Background: an optimization exercise with open tools, aiming at small area. Do not read the settings as production practice.
The RTL was checked by simulation tests, not by an equivalence proof against the original design.
No activity file was given, so power comes from the tool's default toggle rates.

==> inputs of build 44 <==
Design pcs, start of the top module:
module pcs (
    input  wire         gty_tx_usr_clk,
    input  wire         i_arst_n,
    input  pcs_pkg::xgmii_data_t i_xgmii_txd,
    input  pcs_pkg::xgmii_ctrl_t i_xgmii_txc,
    input  wire         i_xgmii_valid,
    output logic        o_xgmii_pause,
    output pcs_pkg::xgmii_data_t o_tx_gearbox_data,
    output logic        o_tx_gearbox_valid,
    output logic        o_tx_encoding_err
);
    logic        hi_q;           
    logic        f0_q;           
    logic        f1_q;           
    logic        f2_q;           
    logic        fresh_q;        
    localparam logic [5:0] ST_C0    = 6'h01;
    localparam logic [5:0] ST_C1    = 6'h02;
    localparam logic [5:0] ST_PAUSE = 6'h09;    
    logic [5:0]  stall_q;
    logic [5:0]  fill_q;         
    logic        trdy, accept, form, gacc, emit, jhi;
    logic        blk_err;        
    logic [3:0]  o;              
    assign trdy   = (stall_q != ST_PAUSE);
    assign accept = i_xgmii_valid & trdy;
    assign form   = accept & hi_q;
    assign gacc   = (f1_q | f2_q) & trdy;
    assign emit   = fill_q[5] | fill_q[4];           
    assign jhi    = fill_q[5];                       
    assign o      = fill_q[3:0];
    assign o_xgmii_pause = ~trdy;
    always_ff @(posedge gty_tx_usr_clk or negedge i_arst_n) begin
        if (!i_arst_n) begin
            hi_q               <= 1'b0;
            f0_q               <= 1'b0;
            f1_q               <= 1'b0;
            f2_q               <= 1'b0;
            fresh_q            <= 1'b1;
  ...
Settings: LEC_CHECK=0, CAP_MARGIN=0, CORE_MARGIN=2, CORE_UTILIZATION=75, GPL_TIMING_DRIVEN=0, SETUP_SLACK_MARGIN=0.1, SLEW_MARGIN=0, SYNTH_HIERARCHICAL=1; clock period 4.5 ns.
standard.sh (not shown) runs the stock make flow with config.mk's settings and CLKGATE_MAP_FILE= SYNTH_SCRIPT=/design/flow/synth_recipe.tcl, a recipe that flattens the netlist after the stock synthesis.
==> flow/flow/run.sh <==
#!/bin/bash
# Standard layout (standard.sh) with three changes:
#  - post_fp.tcl, run at the end of floorplan, removes the synthesis buffers
#    and maps combinational cells to their smallest drive strength; placement
#    and timing repair upsize where needed
#  - the port buffers use buf_1
#  - the clock tree uses sink clusters of up to 25 on clkbuf_16 leaves,
#    clkbuf_8 above them, no dummy loads
set -o pipefail
export POST_FLOORPLAN_TCL="$PWD/flow/post_fp.tcl"
export BUFFER_PORTS_ARGS="-buffer_cell sky130_fd_sc_hd__buf_1"
export CTS_ARGS="-sink_clustering_enable -repair_clock_nets -sink_clustering_size 25 -sink_clustering_max_diameter 80 -buf_list sky130_fd_sc_hd__clkbuf_16 -root_buf sky130_fd_sc_hd__clkbuf_8 -tree_buf sky130_fd_sc_hd__clkbuf_8 -dont_use_dummy_load"
bash standard.sh > standard.log 2>&1
==> flow/flow/post_fp.tcl <==
# Area recovery before placement: drop the buffers synthesis added and map
# each combinational cell to the smallest cell of the same function family
# (same base name, other drive strength); placement repair upsizes again
# where slew, capacitance or timing need it.
remove_buffers
set db [ord::get_db]
set block [ord::get_db_block]
set nswap 0
foreach inst [$block getInsts] {
  set m [$inst getMaster]
  set name [$m getName]
  if {![regexp {^(sky130_fd_sc_hd__[a-z0-9]+)_([0-9]+)$} $name -> base drive]} { continue }
  if {[regexp {df|dl|sdf|edf|conb|tap|fill|decap|clkbuf|clkinv|clkdly|dlygate} $base]} { continue }
  set best $name
  set barea [expr {[$m getWidth] * [$m getHeight]}]
  foreach d {0 1 2 4} {
    set cand ${base}_$d
    if {$cand eq $name} { continue }
    set cm [$db findMaster $cand]
    if {$cm eq "NULL" || $cm eq ""} { continue }
    if {[lsearch $::env(DONT_USE_CELLS) $cand] >= 0} { continue }
    set ca [expr {[$cm getWidth] * [$cm getHeight]}]
    if {$ca < $barea} { set best $cand; set barea $ca }
  }
  if {$best ne $name} {
    replace_cell [$inst getName] $best
    incr nswap
  }
}
puts "post_fp: downsized $nswap cells"
==> build 74: changes against build 44 <==
--- a/flow/design.v
+++ b/flow/design.v
@@ -107,21 +107,18 @@
 );
     logic        hi_q;           
     logic        f0_q;           
     logic        f1_q;           
     logic        f2_q;           
     logic        fresh_q;        
-    localparam logic [5:0] ST_C0    = 6'h01;
-    localparam logic [5:0] ST_C1    = 6'h02;
-    localparam logic [5:0] ST_PAUSE = 6'h09;    
-    logic [5:0]  stall_q;
+    logic [5:0]  stall_q;        
+    logic        run_q;
     logic [5:0]  fill_q;         
     logic        trdy, accept, form, gacc, emit, jhi;
-    logic        blk_err;        
     logic [3:0]  o;              
-    assign trdy   = (stall_q != ST_PAUSE);
+    assign trdy   = (stall_q != 6'd32);
     assign accept = i_xgmii_valid & trdy;
     assign form   = accept & hi_q;
     assign gacc   = (f1_q | f2_q) & trdy;
     assign emit   = fill_q[5] | fill_q[4];           
     assign jhi    = fill_q[5];                       
     assign o      = fill_q[3:0];
@@ -131,81 +128,76 @@
             hi_q               <= 1'b0;
             f0_q               <= 1'b0;
             f1_q               <= 1'b0;
             f2_q               <= 1'b0;
             fresh_q            <= 1'b1;
             stall_q            <= 6'd0;
+            run_q              <= 1'b0;
             fill_q             <= 6'd0;
             o_tx_gearbox_valid <= 1'b0;
             o_tx_encoding_err  <= 1'b0;
         end else begin
             if (accept) hi_q <= ~hi_q;
             if (trdy) begin
                 f0_q <= form;
                 f1_q <= f0_q;
                 f2_q <= f1_q;
             end
             if (f0_q & trdy) fresh_q <= 1'b0;       
-            if (stall_q == 6'd0) begin
-                if (gacc) stall_q <= ST_C1;
-            end else begin
-                stall_q <= trdy ? {stall_q[4:0], stall_q[5] ^ stall_q[4]} : ST_C0;
-            end
+            run_q <= run_q | gacc;
+            if (run_q | gacc)
+                stall_q <= trdy ? stall_q + 6'd1 : 6'd0;
             fill_q <= fill_q - {emit, 4'd0} + (gacc ? {1'b0, 1'b1, 3'd0, f1_q} : 6'd0);
             o_tx_gearbox_valid <= emit;
             o_tx_encoding_err  <= form & blk_err;
         end
     end
     logic [31:0] lo_d_q;
     logic [3:0]  lo_c_q;
     logic [63:0] txd;
     logic [7:0]  txc;
     logic [7:0]  l_idle, l_err, l_term;
-    logic        all_data, start, code_ok, term_any, blk_code, blk_data;
+    logic        all_data, start, code_ok, term_any, blk_err, blk_code, blk_data;
     logic [7:0]  term;           
-    logic [7:0]  csuf, zpre, isuf;
     logic [7:0]  below;          
     logic [7:0]  ttype;
     logic [7:0]  pay_lo;         
     logic [7:0]  code_e;         
-    logic [63:32] pay_hi;        
     always_ff @(posedge gty_tx_usr_clk) begin
-        if (accept) begin
-            lo_d_q <= pay_hi;
-        end
         if (accept & ~hi_q) begin
+            lo_d_q <= i_xgmii_txd;
             lo_c_q <= i_xgmii_txc;
+        end else if (form) begin
+            lo_d_q <= pay_hi;
         end
     end
     assign txd = {i_xgmii_txd, lo_d_q};
     assign txc = {i_xgmii_txc, lo_c_q};
     always_comb begin
         for (int j = 0; j < 8; j++) begin
             l_idle[j] = (txd[8*j +: 8] == XGMII_IDLE);
             l_err[j]  = (txd[8*j +: 8] == XGMII_ERROR);
             l_term[j] = (txd[8*j +: 8] == XGMII_TERM);
         end
-        csuf[7] = txc[7];
-        isuf[7] = 1'b1;
-        for (int k = 6; k >= 0; k--) begin
-            csuf[k] = csuf[k+1] & txc[k];
-            isuf[k] = isuf[k+1] & l_idle[k+1];
-        end
-        zpre[0] = 1'b1;
-        for (int k = 1; k < 8; k++)
-            zpre[k] = zpre[k-1] & ~txc[k-1];
-        all_data = zpre[7] & ~txc[7];
-        start    = (txc[0] & ~|txc[7:1]) && (txd[7:0] == XGMII_START);
-        code_ok  = csuf[0] && ((l_idle | l_err) == 8'hFF);
-        for (int k = 0; k < 8; k++)
-            term[k] = csuf[k] & zpre[k] & l_term[k] & isuf[k];
+        all_data = (txc == 8'h00);
+        start    = (txc == 8'h01) && (txd[7:0] == XGMII_START);
+        code_ok  = (txc == 8'hFF) && ((l_idle | l_err) == 8'hFF);
+        for (int k = 0; k < 8; k++) begin
+            term[k] = (txc == 8'(8'hFF << k)) && l_term[k];
+            for (int j = k + 1; j < 8; j++)
+                if (!l_idle[j]) term[k] = 1'b0;
+        end
         term_any = |term;
         blk_err  = ~(all_data | start | code_ok | term_any);
-        blk_code = ~(all_data | start | term_any);
+        blk_code = code_ok | blk_err;
         blk_data = all_data | start;
-        below    = {8{term_any}} & ~txc;             
+        for (int j = 0; j < 8; j++) begin
+            below[j] = 1'b0;
+            for (int k = j + 1; k < 8; k++)
+                below[j] = below[j] | term[k];
+        end
         ttype = 8'h00;
         if (term[0]) ttype = ttype | 8'h87;
         if (term[1]) ttype = ttype | 8'h99;
         if (term[2]) ttype = ttype | 8'hAA;
         if (term[3]) ttype = ttype | 8'hB4;
         if (term[4]) ttype = ttype | 8'hCC;
@@ -218,12 +210,13 @@
             code_e[j] = blk_code & (blk_err | l_err[j]);
     end
     logic [63:0] blk_q;          
     logic        hdr_q;          
     logic [63:6] prev_n;         
     logic [31:0] scr_lo;
+    logic [63:32] pay_hi;
     logic [63:32] scr_hi;
     logic        mv;
     assign prev_n = ~(blk_q[63:6] | {58{fresh_q}});
     assign mv     = f0_q & trdy;
     for (genvar i = 0; i < 32; i++) begin : g_lo
         if (i < 8) begin : g_type
@@ -239,25 +232,20 @@
                 .x1 (prev_n[i + 25]),
                 .x2 (prev_n[i + 6]),
                 .y  (scr_lo[i])
             );
         end
     end
-    logic       hp_bd;
-    logic [7:0] hp_bl, hp_ce;
-    assign hp_bd = blk_data | ~hi_q;
-    assign hp_bl = below & {8{hi_q}};
-    assign hp_ce = code_e & {8{hi_q}};
     for (genvar i = 32; i < 64; i++) begin : g_pay
         localparam bit CODE = ((i - 8) % 7 >= 1) && ((i - 8) % 7 <= 4);
         pcs_pay_bit #(.CODE(CODE)) u_bit (
             .d0 (txd[i]),
             .d1 (txd[i - 8]),
-            .bd (hp_bd),
-            .bl (hp_bl[(i - 8) / 8]),
-            .ce (hp_ce[((i - 8) / 7) % 8]),
+            .bd (blk_data),
+            .bl (below[(i - 8) / 8]),
+            .ce (code_e[((i - 8) / 7) % 8]),
             .y  (pay_hi[i])
         );
     end
     for (genvar i = 32; i < 64; i++) begin : g_hi
         localparam bit T1N = (i < 39);
         localparam bit T2N = (i < 58);
==> flow/flow/run.sh (replaced) <==
#!/bin/bash
# Standard layout (standard.sh) with three changes:
#  - post_fp.tcl, run at the end of floorplan, removes the synthesis buffers
#    and maps combinational cells to their smallest drive strength; placement
#    and timing repair upsize where needed
#  - the port buffers use buf_1
#  - the clock tree uses sink clusters of up to 25 on clkbuf_16, no dummy loads
set -o pipefail
export POST_FLOORPLAN_TCL="$PWD/flow/post_fp.tcl"
export BUFFER_PORTS_ARGS="-buffer_cell sky130_fd_sc_hd__buf_1"
export CTS_ARGS="-sink_clustering_enable -repair_clock_nets -sink_clustering_size 25 -sink_clustering_max_diameter 80 -buf_list sky130_fd_sc_hd__clkbuf_16 -dont_use_dummy_load"
bash standard.sh > standard.log 2>&1
- CORE_UTILIZATION: 75 -> 65
==> comparison table <==
| metric | build 74 | build 44 |
|---|---|---|
| Status | complete, no violations | failed layout checks |
| Violated checks | - | capacitance limit, slew limit |
| Buffers excl. clock | 81 | 79 |
| Final nets | 1297 | 1260 |
| Number of placed instances, taps included | 1497 | 1415 |
| Post-route clock period utilization | 96.19% | 92.90% |
| Post-detailed-route wirelength per cell | 22.39 µm | 23.14 µm |
| Detailed-routing wirelength on met1 | 13740 µm | 12750 µm |
| Number of flip-flops and latches | 249 | 248 |
| Worst reg-to-reg setup slack | 170 ps | 370 ps |
| Critical path peak fanout | 19 | 8 |
| Post-cts gate resize count | 2 | 0 |
| Non-filler instance count after layout | 1512 | 1430 |
| Clock network latency to the later pin of the worst-skew pair | 500 ps | 540 ps |
| Minimum clock period after layout | 4328 ps | 4181 ps |
| Peak per-stage delay on the critical path | 730 ps | 1080 ps |
| Startpoint of the worst setup timing path | lo_c_q[2]$_DFFE_PP_ | i_xgmii_txc[0] |
| Clock skew | 47.08 ps | 29.68 ps |
| Number of standard cells after synthesis | 1164 | 1125 |
| Clock network power share | 14.4% | 10.3% |
| Simple-gate share of the synthesized area | 10.16% | 10.04% |
| DR vias/cell | 6.355 | 6.648 |
| Total half-perimeter wirelength after legalization and detailed placement | 25080 µm | 24030 µm |
| Data required time at the worst endpoint | 4740 ps | 4750 ps |
| Number of vias after detailed routing | 9609 | 9507 |
| Clock network power | 1.26 mW | 1.17 mW |

## afterwards: timing with drivers on the ports
In the flow no input, the clock included, has a driving cell. The finished layouts below were timed again as built, in two steps.
Step 1, drivers: a clkbuf_16 drives gty_tx_usr_clk and a buf_2 each remaining input, both assumed.
Step 2 adds t to the input delays and takes it off the output delays; t is the mean of the earliest and latest rising clock arrival at the registers after step 1. Input paths then give back, and output paths get back, about the clock's delay inside the block.
a / b / c = no drivers / after step 1 / after step 2; a / b = the first two.
run | t, ns | slack for setup (ns) | hold WS [ns]
build 44 | 0.565 | 0.319 / 0.335 / -0.230 | 0.342 / 0.342 / 0.342
build 74 | 0.520 | 0.172 / 0.172 / -0.125 | 0.352 / 0.352 / 0.352
For build 44, which loses most, drivers alone change the setup slack by +0.016 ns; drivers and shift together by -0.549 ns.
